What follows belongs to an exercise in optimizing a design on an open flow for small area, a short achievable clock period and few clock cycles per item; a production flow would make more cautious choices.
Only simulation tests tie the RTL to the original design; equivalence was not proved.
Power figures rest on the tool's default switching activity, not on a simulated workload.

<file path="design/flow/run.sh">
#!/bin/bash
# synth_recipe.tcl (not shown) runs the flow's synth.tcl, then flattens the netlist and writes it again
# the make line also repeats each setting of config.mk as NAME=value (left out here)
make -C /OpenROAD-flow-scripts/flow DESIGN_CONFIG=/design/flow/config.mk WORK_HOME=/design/flow/orfs CLKGATE_MAP_FILE= SYNTH_SCRIPT=/design/flow/synth_recipe.tcl finish
</file>
<file path="design/flow/config.mk">
export PLATFORM = sky130hd
export DESIGN_NAME = ordered_unique_list_table
export DESIGN_NICKNAME = ordered_unique_list_table
export VERILOG_FILES = /design/flow/design.v
export SDC_FILE = /design/flow/constraint.sdc
export NUM_CORES = 4
export LEC_CHECK = 0
export ABC_CLOCK_PERIOD_IN_PS = 2000
export CAP_MARGIN = 20
export CORE_MARGIN = 2
export CORE_UTILIZATION = 40
export SETUP_SLACK_MARGIN = 2.5
export SLEW_MARGIN = 20
</file>
<file path="design/flow/constraint.sdc">
create_clock -name core_clock -period 4.5 [get_ports {clk}]
set_input_delay 0.9000 -clock core_clock [delete_from_list [all_inputs] [get_ports {clk}]]
set_output_delay 0.9000 -clock core_clock [all_outputs]
set_load 0.01 [all_outputs]
</file>
<file path="design/flow/design.v">
`timescale 1ns / 1ps
package oult_pkg;
  localparam int ValueW = 32;
  localparam int PosW   = 5;
  localparam int CountW = 5;
  typedef enum logic [1:0] {
    CMD_LOOKUP = 2'd0,
    CMD_INSERT = 2'd1,
    CMD_REMOVE = 2'd2,
    CMD_SPARE  = 2'd3
  } cmd_t;
  typedef enum logic [2:0] {
    STAT_OK       = 3'd0,
    STAT_RANGE    = 3'd1,
    STAT_DUP      = 3'd2,
    STAT_NOTFOUND = 3'd3,
    STAT_FULL     = 3'd4
  } status_t;
endpackage
`timescale 1ns / 1ps
module oult_cell (
  input  logic                          clk,
  input  logic                          load,
  input  logic [oult_pkg::ValueW-1:0]   wr_val,
  input  logic [oult_pkg::ValueW-1:0]   key,
  output logic                          eq
);
  logic [oult_pkg::ValueW-1:0] entry_r;
  always_ff @(posedge clk) begin
    if (load) entry_r <= wr_val;
  end
  assign eq = (entry_r == key);
endmodule
`timescale 1ns / 1ps
module ordered_unique_list_table #(
  parameter int CAPACITY = 16
) (
  input  logic        clk,
  input  logic        rst_n,
  input  logic        in_tvalid,
  output logic        in_tready,
  input  logic [39:0] in_tdata,    
  output logic        out_tvalid,
  input  logic        out_tready,
  output logic [15:0] out_tdata    
);
  localparam int CW   = $clog2(CAPACITY + 1);
  localparam int OUTQ = 4;
  localparam int RW   = 4 + oult_pkg::CountW;    
  logic [CAPACITY-1:0]         valid_r;
  logic [CW-1:0]               count_r;
  logic                        vld1_r;
  logic [1:0]                  cmd1_r;
  logic [oult_pkg::PosW-1:0]   pos1_r;
  logic [oult_pkg::ValueW-1:0] val1_r;
  logic                        vld2_r;
  logic                        ins2_r;      
  logic                        rem2_r;      
  logic                        bad2_r;      
  logic [oult_pkg::ValueW-1:0] val2_r;
  logic [CAPACITY-1:0]         hit2_r;
  logic [OUTQ-1:0]             qv_r;
  logic [RW-1:0]               qd_r [OUTQ];
  logic [2:0]                  outst_r;     
  logic                        rdy_r;
  logic in_acc;
  assign in_tready = rdy_r;
  assign in_acc    = in_tvalid && rdy_r;
  logic                present;
  logic                full;
  logic                ins_ok;
  logic                do_ins;
  logic                do_rem;
  logic [CAPACITY-1:0] free1h;      
  logic [CAPACITY-1:0] ins_k;
  logic [CAPACITY-1:0] rem_k;
  logic [CW-1:0]       count_nxt;
  logic [2:0]          status;
  assign present = |hit2_r;
  assign full    = count_r[CW-1];    
  assign ins_ok  = vld2_r && ins2_r && !bad2_r && !full;
  assign do_ins  = ins_ok && !present;
  assign do_rem  = vld2_r && rem2_r && present;
  always_comb begin
    logic seen;
    seen = 1'b0;
    for (int k = 0; k < CAPACITY; k++) begin
      free1h[k] = !valid_r[k] && !seen;
      seen      = seen || !valid_r[k];
    end
  end
  always_comb begin
    for (int k = 0; k < CAPACITY; k++) begin
      ins_k[k] = do_ins && free1h[k];
      rem_k[k] = vld2_r && rem2_r && hit2_r[k];
    end
  end
  always_comb begin
    count_nxt = count_r;
    if (do_ins)      count_nxt = count_r + CW'(1);
    else if (do_rem) count_nxt = count_r - CW'(1);
  end
  always_comb begin
    if (ins2_r) begin
      if (bad2_r)       status = oult_pkg::STAT_RANGE;
      else if (present) status = oult_pkg::STAT_DUP;
      else if (full)    status = oult_pkg::STAT_FULL;
      else              status = oult_pkg::STAT_OK;
    end else begin
      status = present ? oult_pkg::STAT_OK : oult_pkg::STAT_NOTFOUND;
    end
  end
  logic [CAPACITY-1:0] eq_k;
  for (genvar k = 0; k < CAPACITY; k++) begin : g_slot
    oult_cell u_cell (
      .clk    (clk),
      .load   (ins_k[k]),
      .wr_val (val2_r),
      .key    (val1_r),
      .eq     (eq_k[k])
    );
  end
  logic                same12;
  logic [CAPACITY-1:0] hit_nxt;
  logic                bad_nxt;
  assign same12 = (val1_r == val2_r);
  always_comb begin
    for (int k = 0; k < CAPACITY; k++) begin
      hit_nxt[k] = (eq_k[k] && valid_r[k] && !rem_k[k]) || (ins_k[k] && same12);
    end
  end
  assign bad_nxt = {1'b0, pos1_r} > {{(oult_pkg::PosW + 1 - CW){1'b0}}, count_nxt};
  logic          pop;
  logic          push;
  logic [RW-1:0] res;
  assign pop  = qv_r[0] && out_tready;
  assign push = vld2_r;
  assign res  = {count_nxt[oult_pkg::CountW-1:0], present, status};
  logic [OUTQ-1:0] qv_nxt;
  logic [RW-1:0]   qd_nxt [OUTQ];
  logic [OUTQ-1:0] tgt;
  always_comb begin
    for (int i = 0; i < OUTQ; i++) begin
      logic above, below;
      above = (i + 1 < OUTQ) ? qv_r[(i + 1) % OUTQ] : 1'b0;
      below = (i == 0) ? 1'b1 : qv_r[(i + OUTQ - 1) % OUTQ];
      tgt[i] = push && (pop ? (qv_r[i] && !above) : (!qv_r[i] && below));
      qv_nxt[i] = (pop ? above : qv_r[i]) || tgt[i];
      if (tgt[i])   qd_nxt[i] = res;
      else if (pop) qd_nxt[i] = (i + 1 < OUTQ) ? qd_r[(i + 1) % OUTQ] : qd_r[i];
      else          qd_nxt[i] = qd_r[i];
    end
  end
  logic [2:0] outst_nxt;
  always_comb begin
    outst_nxt = outst_r;
    if (in_acc && !pop)      outst_nxt = outst_r + 3'd1;
    else if (!in_acc && pop) outst_nxt = outst_r - 3'd1;
  end
  always_ff @(posedge clk) begin
    if (!rst_n) begin
      valid_r <= '0;
      count_r <= '0;
      vld1_r  <= 1'b0;
      vld2_r  <= 1'b0;
      qv_r    <= '0;
      outst_r <= '0;
      rdy_r   <= 1'b1;
    end else begin
      valid_r <= (valid_r & ~rem_k) | ins_k;
      count_r <= count_nxt;
      vld1_r  <= in_acc;
      vld2_r  <= vld1_r;
      qv_r    <= qv_nxt;
      outst_r <= outst_nxt;
      rdy_r   <= outst_nxt < 3'(OUTQ);
    end
  end
  always_ff @(posedge clk) begin
    cmd1_r <= in_tdata[1:0];
    pos1_r <= in_tdata[6:2];
    val1_r <= in_tdata[38:7];
    ins2_r <= cmd1_r == oult_pkg::CMD_INSERT;
    rem2_r <= cmd1_r == oult_pkg::CMD_REMOVE;
    bad2_r <= bad_nxt;
    val2_r <= val1_r;
    hit2_r <= hit_nxt;
    for (int i = 0; i < OUTQ; i++) qd_r[i] <= qd_nxt[i];
  end
  assign out_tvalid = qv_r[0];
  assign out_tdata  = {7'd0, qd_r[0]};
endmodule
</file>
==> results of run 1 <==
==> metal layers <==
metal / vias up / track usage
li1: 7204 / -
met1: 8786 / 0.330
met2: 882 / 0.409
met3: 241 / 0.0493
met4: 2 / 0.127
met5: - / 0
==> cells in the mapped netlist (2+ instances only) <==
master	n	area, um^2
edfxtp_1	548	16500
xnor2_1	360	3150
xor2_1	187	1640
dfxtp_1	121	2420
nand4_1	106	663
nand2_1	78	293
nor4_1	67	419
buf_2	65	325
inv_1	34	128
o21ai_0	31	155
a21oi_1	22	110
o32ai_1	13	114
ha_1	11	138
clkbuf_1	10	37.5
nor2_1	10	37.5
buf_4	8	60.1
nand3_1	7	35.0
nor2b_1	5	31.3
and2_1	4	25.0
mux2_2	4	45.0
nand2b_1	4	25.0
or3_1	4	25.0
and4_1	3	26.3
mux2i_1	3	30.0
nor3b_1	3	22.5
o21a_1	3	22.5
or2_2	3	18.8
a211oi_1	2	15.0
a21oi_2	2	17.5
nand3_2	2	20.0
nor3_1	2	10.0
nor4b_1	2	17.5
o22ai_1	2	12.5
or3b_1	2	17.5
or4_1	2	15.0
or4_4	2	22.5
==> layout by cell type, fill, tap and decap left out, types with 23 or more instances in the layout <==
cell / count
buf_4: 169
buf_6: 74
clkbuf_1: 24
clkbuf_16: 78
xnor2_1: 336
clkinvlp_4: 32
nor4_1: 44
edfxtp_1: 548
clkdlybuf4s50_1: 41
dfxtp_1: 82
nand4_1: 106
xnor2_2: 23
buf_12: 94
xor2_1: 186
nand2_1: 72
dfxtp_4: 24
==> registers in the layout, indices dropped and copies added (netlist names), 2 cells and up <==
name / count
qd_r: 36
hit2_r: 16
count_r: 5
val2_r: 32
outst_r: 3
pos1_r: 5
cmd1_r: 2
valid_r: 16
qv_r: 4
val1_r: 32
g_slot.u_cell.entry_r: 512
==> how the worst max path moves through the flow <==
stage               slack (ps)    endpoint  cells past startpoint       start
CTS                       2030      bad2_r                     11   hit2_r[7]
global route              1910      bad2_r                     11   hit2_r[2]
floorplan                 2220      bad2_r                     12   hit2_r[4]
detailed placement        1260  qd_r[2][4]                      5  out_tready
global placement          1280  qd_r[2][4]                      5  out_tready
finish                    2000      bad2_r                     11   hit2_r[4]
==> cell type report <==
class                      instances  area (um^2)  share of cell area
clock inverter                    22          287             0.00794
clock buffer                     108         2070              0.0573
sequential                       669        19000               0.526
timing repair buffer             413         5010               0.139
timing repair inverter            15          113             0.00312
antenna                            1         2.50           0.0000693
multi-input combinational        976         8350               0.231
inverter                          35          191             0.00530
tap                              864         1080              0.0300
==> power by group through the flow <==
| stage | clock (mW) | combinational (mW) | sequential, mW |
|---|---|---|---|
| final | 5.89 | 0.965 | 6.79 |
| after global routing | 6.20 | 0.994 | 6.79 |
| after CTS | 5.94 | 0.913 | 6.78 |
| after detailed placement | 0 | 0.709 | 6.95 |
| after global placement | 0 | 0.702 | 6.95 |
| after floorplan | 0 | 0.367 | 6.91 |
==> stage by stage <==
stage               cells  worst slack (ps)  utilization  instance area (um^2)
floorplan            1761              2220            -                 27000
global placement     2678              1280        0.436                 28900
detailed placement   2678              1260        0.436                 28900
CTS                  3051              2030        0.530                 35000
global route         3102              1910        0.546                 36100
finish               3103              2000        0.546                 36100
==> critical path: stages, from the launching register on <==
cell and delay [ps]:
dfxtp_2 340, nor4_4 300, and4_4 300, buf_12 140
clkinvlp_4 130, buf_6 150, a311oi_2 230, nor3_2 90
inv_1 100, ha_1 240, and4_1 180, a22oi_1 190
==> kinds of logic (layout without fill, tap and decap cells) <==
family | count (synthesis) | after routing | share of synthesized area
flops | 669 | 669 | 0.704
xor+xnor | 548 | 548 | 0.179
simple gates | 315 | 318 | 0.0684
buf+inv | 119 | 593 | 0.0211
compound gates | 85 | 85 | 0.0198
fa+ha+maj | 11 | 11 | 0.00513
mux | 7 | 7 | 0.00280
other cells | 1 | 8 | 0.000140
==> timing repair <==
item                                    in CTS  in global routing
endpoints found under the hold margin        0                  0
cloned                                      28                  5
buffers inserted                           215                 46
pin swaps                                   55                 46
endpoints found under the setup margin     626                592
resized for setup                          314                116
==> flow_summary_export.csv, run 1 <==
group,metric,value,unit
logic_synthesis,synth_cells,1755,
final_layout,drive_gt1_frac,0.306,
routing,post_drt_wl_per_cell,29.0,um
critical_path,rrSetupSlack,2000,ps
sta,whs,406,ps
routing,via_count,17100,
logic_synthesis,async_flop_share,0,
clocking,clk_pin_slew,60,ps
pwr,seqPwrFrac,0.498,
clocking,htreeDepth,3,
routing,ant_nets,0,
logic_synthesis,syn_area,26800,um^2
clocking,clk_path_buf_depth,3,
logic_synthesis,synth_cell_types,59,
critical_path,r2r-end,"bad2_r",
placement,dp_hpwl,46400,um
floorplanning,io_pins,62,
critical_path,worstPathArrival,3020,ps
pwr,p_total,13.6,mW
sta,fmax,400,MHz
critical_path,worstSetupPathType,"register to register",
floorplanning,die_h,263,um
clocking,clk_latency,620,ps
routing,highest_layer,"met5",
pwr,combinationalPowerShare,0.071,
routing,drt_iter0_drc,1927,
pwr,power_switching,3.08,mW
routing,firstDrtPassIters,5,
floorplanning,chipWidth,263,um
final_layout,fin_nets,2236,
routing,drc,0,
pwr,internal-power,10.6,mW
critical_path,r2r.worst_path.cells,11,
critical_path,r2r-start,"hit2_r[4]",
global_routing,grt_start_max_net_pins,27,
pwr,max-vdd-ir-drop,0.326,mV
floorplanning,dieArea,69200,um^2
floorplanning,core,66100,um^2
min_path,hp-class,"register to register",
status,outcome,"complete, no violations",
critical_path,worstSetupEndpointType,"register",
global_routing,grt_use_total,0.254,
sta,setup_viol,0,
sta,rsz0062_at_grt,"true",
routing,met2_length,42500,um
sta,min_period,2500,ps
placement,place.gp.congestion,0.838,
global_routing,antenna_found_initial,7,
routing,met3_length,7310,um
job,maxCapViolCount,0,
sta,hold_violations,0,
critical_path,startpoint_type,"register",
clocking,cts-hold-fix-buffers,0,
routing,met1_length,35000,um
sta,tightest_slew,744,ps
sta,slew-limit-headroom,0.501,
critical_path,crit_path_max_fanout,6,
logic_synthesis,yosys_register_bits,669,
floorplanning,initial_core_util,0.406,
floorplanning,num_rows,94,
final_layout,num-fill-cells,5152,
sta,fin_setup_tns,0,ps
sta,finalCritPeriodShare,0.555,
placement,port_buffers,53,
routing,wl,90100,um
pwr,cellPowerDensity,378,nW/um^2
logic_synthesis,seq_area_frac_synth,0.704,
global_routing,grt_pass1_vias,16700,
sta,fin_skew,27.0,ps
logic_synthesis,synth_area_per_cell,15.3,um^2
clocking,cts_tree,"yes",
final_layout,area_delta_synth_final,34.5,%
clocking,cts_root_buf,"clkbuf_16",
clocking,cts_buffers,71,
min_path,min_from,"cmd1_r[1]",
pwr,p_leak,12.1,nW
sta,final_max_slew_viol_count,0,
pwr,clockPowerShare,0.432,
routing,vias_per_cell,5.52,
min_path,min_path_cells,1,
pwr,p_sw_frac,0.226,
logic_synthesis,ys_warn_count,4,
global_routing,grt-ovfl-total,0,
logic_synthesis,ys.flop_type,"edfxtp_1",
min_path,worstHoldEndpoint,"ins2_r",
global_routing,grt_pass1_wl,123000,um
logic_synthesis,synth_edf_count,548,
critical_path,critical_path_required,5030,ps
clocking,clock-sinks,669,
Testbench counts, summed over its fixed seeds: cycles 12,024, items 12,000.
==> run 2: changes to the inputs <==
--- a/design/flow/config.mk
+++ b/design/flow/config.mk
@@ -5,9 +5,7 @@
 export SDC_FILE = /design/flow/constraint.sdc
 export NUM_CORES = 4
 export LEC_CHECK = 0
-export ABC_CLOCK_PERIOD_IN_PS = 2000
 export CAP_MARGIN = 20
 export CORE_MARGIN = 2
 export CORE_UTILIZATION = 40
-export SETUP_SLACK_MARGIN = 2.5
 export SLEW_MARGIN = 20
==> flow_summary_export.csv, run 2 <==
group,metric,value,unit
status,outcome,"complete, no violations",
sta,rsz0062_at_grt,"false",
floorplanning,chipWidth,263,um
routing,via_count,15200,
critical_path,worstSetupEndpointType,"register",
logic_synthesis,yosys_register_bits,669,
logic_synthesis,yosysMostFrequentCell,"edfxtp_1",
critical_path,worstPathArrival,3620,ps
final_layout,largest_register_ffs,512,
routing,drt_iter0_drc,1849,
sta,fin_setup_tns,0,ps
clocking,cts-hold-fix-buffers,0,
placement,place.gp.congestion,0.851,
global_routing,grt-ovfl-total,0,
sta,fmax,299,MHz
clocking,clk_latency,630,ps
floorplanning,io_pins,62,
clocking,htreeDepth,3,
critical_path,worstSetupPathType,"register to register",
global_routing,top_usage_layer,"met2",
floorplanning,core,66100,um^2
logic_synthesis,synth_top_area_cell,"edfxtp_1",
routing,firstDrtPassIters,5,
sta,slew-limit-headroom,0.269,
final_layout,stdcell_count,2828,
sta,fin_skew,33.3,ps
clocking,cts_buffers,72,
logic_synthesis,synth_cell_types,59,
floorplanning,die_h,263,um
logic_synthesis,syn_area,26800,um^2
final_layout,top_register,"g_slot.u_cell.entry_r",
clocking,clock-sinks,669,
logic_synthesis,seq_area_frac_synth,0.704,
pwr,cellPowerDensity,433,nW/um^2
critical_path,critical_path_required,4780,ps
global_routing,met3_usage,0.0400,
critical_path,slowest_stage,"and4_1",
final_layout,final_common_cell,"edfxtp_1",
min_path,hp-class,"register to register",
final_layout,fin_nets,1961,
sta,tightest_slew,1100,ps
sta,finalCritPeriodShare,0.743,
pwr,max-vdd-ir-drop,0.337,mV
clocking,clk_path_buf_depth,3,
job,maxCapViolCount,0,
placement,dp.cells,2696,
logic_synthesis,ys.flop_type,"edfxtp_1",
final_layout,fin_util,0.473,
global_routing,grt_pass1_wl,109000,um
logic_synthesis,synth_area_leaders,"edfxtp_1 61%, xnor2_1 12%, dfxtp_1 9.0%",
critical_path,crit_family,"simple AND/OR/NAND/NOR gates",
critical_path,crit_path_max_fanout,24,
logic_synthesis,synth_area_per_cell,15.3,um^2
final_layout,top_regs,"g_slot.u_cell.entry_r (512), qd_r (36)",
placement,port_buffers,53,
global_routing,antenna_found_initial,5,
logic_synthesis,ys_top_cells_by_count,"548 x edfxtp_1, 360 x xnor2_1, 187 x xor2_1",
critical_path,crit_buf_inv,2,
routing,ant_nets,0,
logic_synthesis,async_flop_share,0,
routing,drc,0,
sta,min_period,3340,ps
floorplanning,initial_core_util,0.406,
global_routing,grt_start_max_net_pins,34,
logic_synthesis,synth_edf_count,548,
routing,wl,78200,um
global_routing,grt_use_total,0.226,
routing,post_drt_wl_per_cell,27.6,um
clocking,cts_tree,"yes",
critical_path,startpoint_type,"register",
routing,vias_per_cell,5.37,
logic_synthesis,synth_cells,1755,
global_routing,grtUsageMet1,0.296,
final_layout,area_delta_synth_final,16.4,%
floorplanning,dieArea,69200,um^2
final_layout,drive_gt1_frac,0.119,
sta,hold_violations,0,
placement,dp_hpwl,47700,um
critical_path,critPathMaxStageDelay,740,ps
pwr,p_leak,10.2,nW
clocking,cts_root_buf,"clkbuf_16",
clocking,cts_setup_buffers,0,
critical_path,path_cells,"nor4_1, and4_1, nand3_2, or2_2, inv_1, buf_4",
global_routing,grt_pass1_vias,14900,
logic_synthesis,synth_top_cell_area_share,0.613,
global_routing,grtUsageMet2,0.372,
final_layout,final_cell_mix,"548 x edfxtp_1, 360 x xnor2_1, 187 x xor2_1",
logic_synthesis,ys_warn_count,4,
clocking,clk_pin_slew,60,ps
clocking,cts-resized-gates,0,
sta,final_max_slew_viol_count,0,
floorplanning,num_rows,94,
sta,setup_viol,0,
final_layout,num-fill-cells,5735,
run 2: cell types whose count changed in the layout (fill, tap and decap cells not counted), moves of 18 or more:
| cell | previous run | this run |
|---|---|---|
| clkinvlp_4 | 32 | 4 |
| buf_6 | 74 | 0 |
| inv_1 | 15 | 33 |
| xnor2_1 | 336 | 360 |
| buf_4 | 169 | 102 |
| dfxtp_1 | 82 | 120 |
| dfxtp_4 | 24 | 0 |
| buf_12 | 94 | 0 |
| nor4_1 | 44 | 67 |
| o21ai_0 | 12 | 30 |
| xnor2_2 | 23 | 1 |
run 2: power breakdown:
group / internal (mW) / switching, mW
sequential: 6.73 / 0.102
combinational: 0.254 / 0.437
clock: 3.55 / 2.46
run 2: worst paths after layout:
kind | end | slack [ps] | from | depth (start not counted)
setup / recovery | g_slot[9].u_cell.entry_r[4] | 1160 | hit2_r[10] | 6
hold reg to reg | rem2_r | 410 | cmd1_r[0] | 1
hold / removal | rem2_r | 410 | cmd1_r[0] | 1
setup reg to reg | g_slot[9].u_cell.entry_r[4] | 1160 | hit2_r[10] | 6
run 2: cells by family after synthesis:
kind of cell,count (synthesis),share of synthesized area
AOI/OAI and AO/OA,85,0.0198
xor gates and xnor gates,548,0.179
adders and majority gates,11,0.00513
buffers and inverters,119,0.0211
DFF,669,0.704
muxes,7,0.00280
other,1,0.000140
and+or+nand+nor,315,0.0684
run 2: metrics by stage:
stage / instance area (um^2) / power, mW / setup slack, ps / hold slack, ps
after global placement: 28800 / 7.64 / 1060 / 400
after detailed placement: 28800 / 7.65 / 1190 / 400
after global routing: 31200 / 13.9 / 963 / 434
final: 31200 / 13.5 / 1160 / 406
after CTS: 31200 / 13.6 / 1180 / 408
after floorplan: 26900 / 7.28 / 1560 / 326
run 2: area by class of cell:
type                    instances  area, um^2  area share
diodes                          1        2.50   0.0000801
clock buffers                  96        2000      0.0639
clock inverters                35         419      0.0134
inverters                      35         131     0.00421
multi-input cells             973        7430       0.238
flip-flops and latches        669       18900       0.604
well taps                     864        1080      0.0346
repair buffers                155        1300      0.0415
run 2: routing by layer:
metal | routed length, um | part of all wire
met5 | 13 | 0.00017
met4 | 2960 | 0.038
met3 | 5630 | 0.072
met2 | 37800 | 0.48
met1 | 31800 | 0.41
==> run 3: changes to the inputs <==
--- a/design/flow/config.mk
+++ b/design/flow/config.mk
@@ -5,7 +5,9 @@
 export SDC_FILE = /design/flow/constraint.sdc
 export NUM_CORES = 4
 export LEC_CHECK = 0
+export ABC_CLOCK_PERIOD_IN_PS = 3000
 export CAP_MARGIN = 20
 export CORE_MARGIN = 2
 export CORE_UTILIZATION = 40
+export SETUP_SLACK_MARGIN = 1.5
 export SLEW_MARGIN = 20
==> flow_summary_export.csv, run 3 <==
group,metric,value,unit
clocking,clk_path_buf_depth,3,
logic_synthesis,ys.flop_type,"edfxtp_1",
clocking,htreeDepth,3,
critical_path,critPathMaxStageDelay,700,ps
final_layout,top_register,"g_slot.u_cell.entry_r",
sta,fin_skew,31.7,ps
job,maxCapViolCount,0,
routing,firstDrtPassIters,5,
sta,tightest_slew,1110,ps
routing,ant_nets,0,
critical_path,worstSetupEndpointType,"register",
sta,fin_setup_tns,0,ps
routing,via_count,15200,
global_routing,antenna_found_initial,5,
global_routing,grt_start_max_net_pins,34,
floorplanning,chipWidth,263,um
routing,vias_per_cell,5.38,
logic_synthesis,syn_area,26800,um^2
sta,hold_violations,0,
sta,setup_viol,0,
clocking,clk_pin_slew,60,ps
global_routing,grt_pass1_vias,14900,
logic_synthesis,synth_top_cell_area_share,0.613,
critical_path,rrSetupSlack,1560,ps
logic_synthesis,yosys_register_bits,669,
critical_path,path_cells,"buf_4, xnor2_1, nand4_1, nor4_1, nand2_2, o32ai_1",
floorplanning,io_pins,62,
min_path,hp-class,"register to register",
critical_path,worstPathArrival,3470,ps
global_routing,grt_pass1_wl,109000,um
floorplanning,die_h,263,um
logic_synthesis,synth_edf_count,548,
logic_synthesis,yosysMostFrequentCell,"edfxtp_1",
pwr,cellPowerDensity,433,nW/um^2
placement,dp_hpwl,47700,um
min_path,min_path_cells,1,
min_path,min_from,"cmd1_r[0]",
critical_path,crit_path_max_fanout,16,
floorplanning,num_rows,94,
global_routing,grt_use_total,0.226,
routing,drt_iter0_drc,1905,
placement,port_buffers,53,
sta,rsz0062_at_grt,"true",
clocking,clock-sinks,669,
final_layout,antenna_cells,0,
final_layout,stdcell_count,2827,
critical_path,critical_path_required,5030,ps
pwr,max-vdd-ir-drop,0.331,mV
final_layout,area_delta_synth_final,16.5,%
status,outcome,"complete, no violations",
logic_synthesis,ys_warn_count,4,
sta,slew-limit-headroom,0.261,
final_layout,largest_register_ffs,512,
clocking,cts_setup_buffers,0,
sta,finalCritPeriodShare,0.654,
routing,wl,78200,um
final_layout,drive_gt1_frac,0.123,
sta,fmax,340,MHz
placement,place.gp.congestion,0.851,
clocking,cts_buffers,72,
placement,dp.cells,2696,
final_layout,final_common_cell,"edfxtp_1",
logic_synthesis,ys_top_cells_by_count,"548 x edfxtp_1, 360 x xnor2_1, 187 x xor2_1",
clocking,clk_latency,630,ps
routing,post_drt_wl_per_cell,27.7,um
final_layout,top_regs,"g_slot.u_cell.entry_r (512), qd_r (36)",
floorplanning,core,66100,um^2
final_layout,fin_nets,1961,
min_path,worstHoldEndpoint,"rem2_r",
logic_synthesis,seq_area_frac_synth,0.704,
global_routing,grt-ovfl-total,0,
sta,final_max_slew_viol_count,0,
critical_path,r2r-start,"val1_r[31]",
critical_path,worstSetupPathType,"register to register",
floorplanning,dieArea,69200,um^2
floorplanning,initial_core_util,0.406,
logic_synthesis,synth_cell_types,59,
critical_path,slowest_stage,"dfxtp_1",
critical_path,r2r.worst_path.cells,6,
clocking,cts_root_buf,"clkbuf_16",
logic_synthesis,synth_area_per_cell,15.3,um^2
logic_synthesis,synth_top_area_cell,"edfxtp_1",
sta,min_period,2940,ps
logic_synthesis,synth_cells,1755,
critical_path,startpoint_type,"register",
final_layout,final_cell_mix,"548 x edfxtp_1, 360 x xnor2_1, 187 x xor2_1",
pwr,p_leak,10.2,nW
clocking,cts_tree,"yes",
critical_path,r2r-end,"hit2_r[2]",
routing,drc,0,
logic_synthesis,async_flop_share,0,
logic_synthesis,synth_area_leaders,"edfxtp_1 61%, xnor2_1 12%, dfxtp_1 9.0%",
==> run 3: metal layers <==
metal / wire length (um) / share of wire / track usage
met1: 31400 / 0.40 / 0.296
met2: 37600 / 0.48 / 0.372
met3: 6100 / 0.078 / 0.0400
met4: 3070 / 0.039 / 0.0890
met5: 13 / 0.00017 / 0
==> run 3: timing repair <==
item	in CTS	in global routing
endpoints found under the setup margin	198	31
resized for setup	6	6
pin swaps	0	1
hold buffers	0	0
endpoints found under the hold margin	0	0
==> run 3: layout make-up <==
cell class	instances	area, um^2
Fill cell	5737	34800
Sequential cell	669	18900
Multi-Input combinational cell	973	7440
Clock buffer	96	2000
Timing Repair Buffer	155	1300
Tap cell	864	1080
Clock inverter	35	419
Inverter	35	131
==> run 3: how the worst max path moves through the flow <==
stage | startpoint | endpoint | slack, ps
after floorplan | hit2_r[0] | g_slot[2].u_cell.entry_r[0] | 1560
after global placement | out_tready | qd_r[1][1] | 1060
after detailed placement | hit2_r[10] | g_slot[9].u_cell.entry_r[4] | 1190
after CTS | vld2_r | bad2_r | 1450
after global routing | hit2_r[10] | bad2_r | 1440
final | val1_r[31] | hit2_r[2] | 1560
==> run 3: logic make-up after synthesis <==
kind of cell	Yosys count	synth area share
flip-flops	669	0.704
XOR/XNOR	548	0.179
multiplexers	7	0.00280
AND/OR/NAND/NOR	315	0.0684
AO/OA/AOI/OAI	85	0.0198
buffers and inverters	119	0.0211
other	1	0.000140
adder cells (fa/ha/maj)	11	0.00513
==> run 3: critical path, delay by kind of cell (launching register included) <==
family	cells	cell delay [ps]
AO/OA/AOI/OAI	1	350
XOR/XNOR	1	240
flip-flops	1	700
buffers and inverters	1	400
AND/OR/NAND/NOR	3	1120
==> run 3: where the power goes <==
part           internal, mW  leakage, nW  switching (mW)
Clock                  3.55         1.17            2.47
Sequential             6.73         5.94           0.102
Combinational         0.254         3.06           0.436
==> run 3: metrics by stage <==
stage	power (mW)	utilization	area, um^2	setup WS, ps	hold WS [ps]
after floorplan	7.28	-	26900	1560	326
after global placement	7.64	0.436	28800	1060	400
after detailed placement	7.65	0.436	28800	1190	400
after CTS	13.6	0.473	31200	1450	408
after global routing	13.9	0.473	31300	1440	434
final	13.5	0.473	31300	1560	406

[afterwards: timing with drivers on the ports]
The flow's constraints put no driver on any port. The routed layouts listed below were extracted and timed again, unchanged, in two steps. Step 1 sets driving cells, clkbuf_16 on the clock port and buf_2 on the other inputs (assumed; they add their load-dependent delay and slew). Step 2 moves the port delays by t, midway between the first and last clock arrival at a register: inputs arrive t later, outputs are due t later. That takes back most of the time a late clock gives input paths. Slacks: no drivers / after step 1 / after step 2; pairs: no drivers / after step 1.
run | t, ns | setup slack, ns | hold slack, ns | worst setup path at the end | clock arrival spread, ns
run 1 | 0.671 | 2.002 / 2.002 / 1.960 | 0.406 / 0.406 / 0.406 | input to register | 0.029 / 0.029
run 2 | 0.673 | 1.158 / 1.158 / 1.158 | 0.406 / 0.406 / 0.406 | register to register | 0.035 / 0.035
run 3 | 0.674 | 1.557 / 1.557 / 1.416 | 0.406 / 0.406 / 0.406 | input to register | 0.034 / 0.034
After both steps every run listed still meets setup and hold. The setup slack of run 3, which loses most, moves by 0.000 ns with the drivers and by -0.141 ns with both steps.
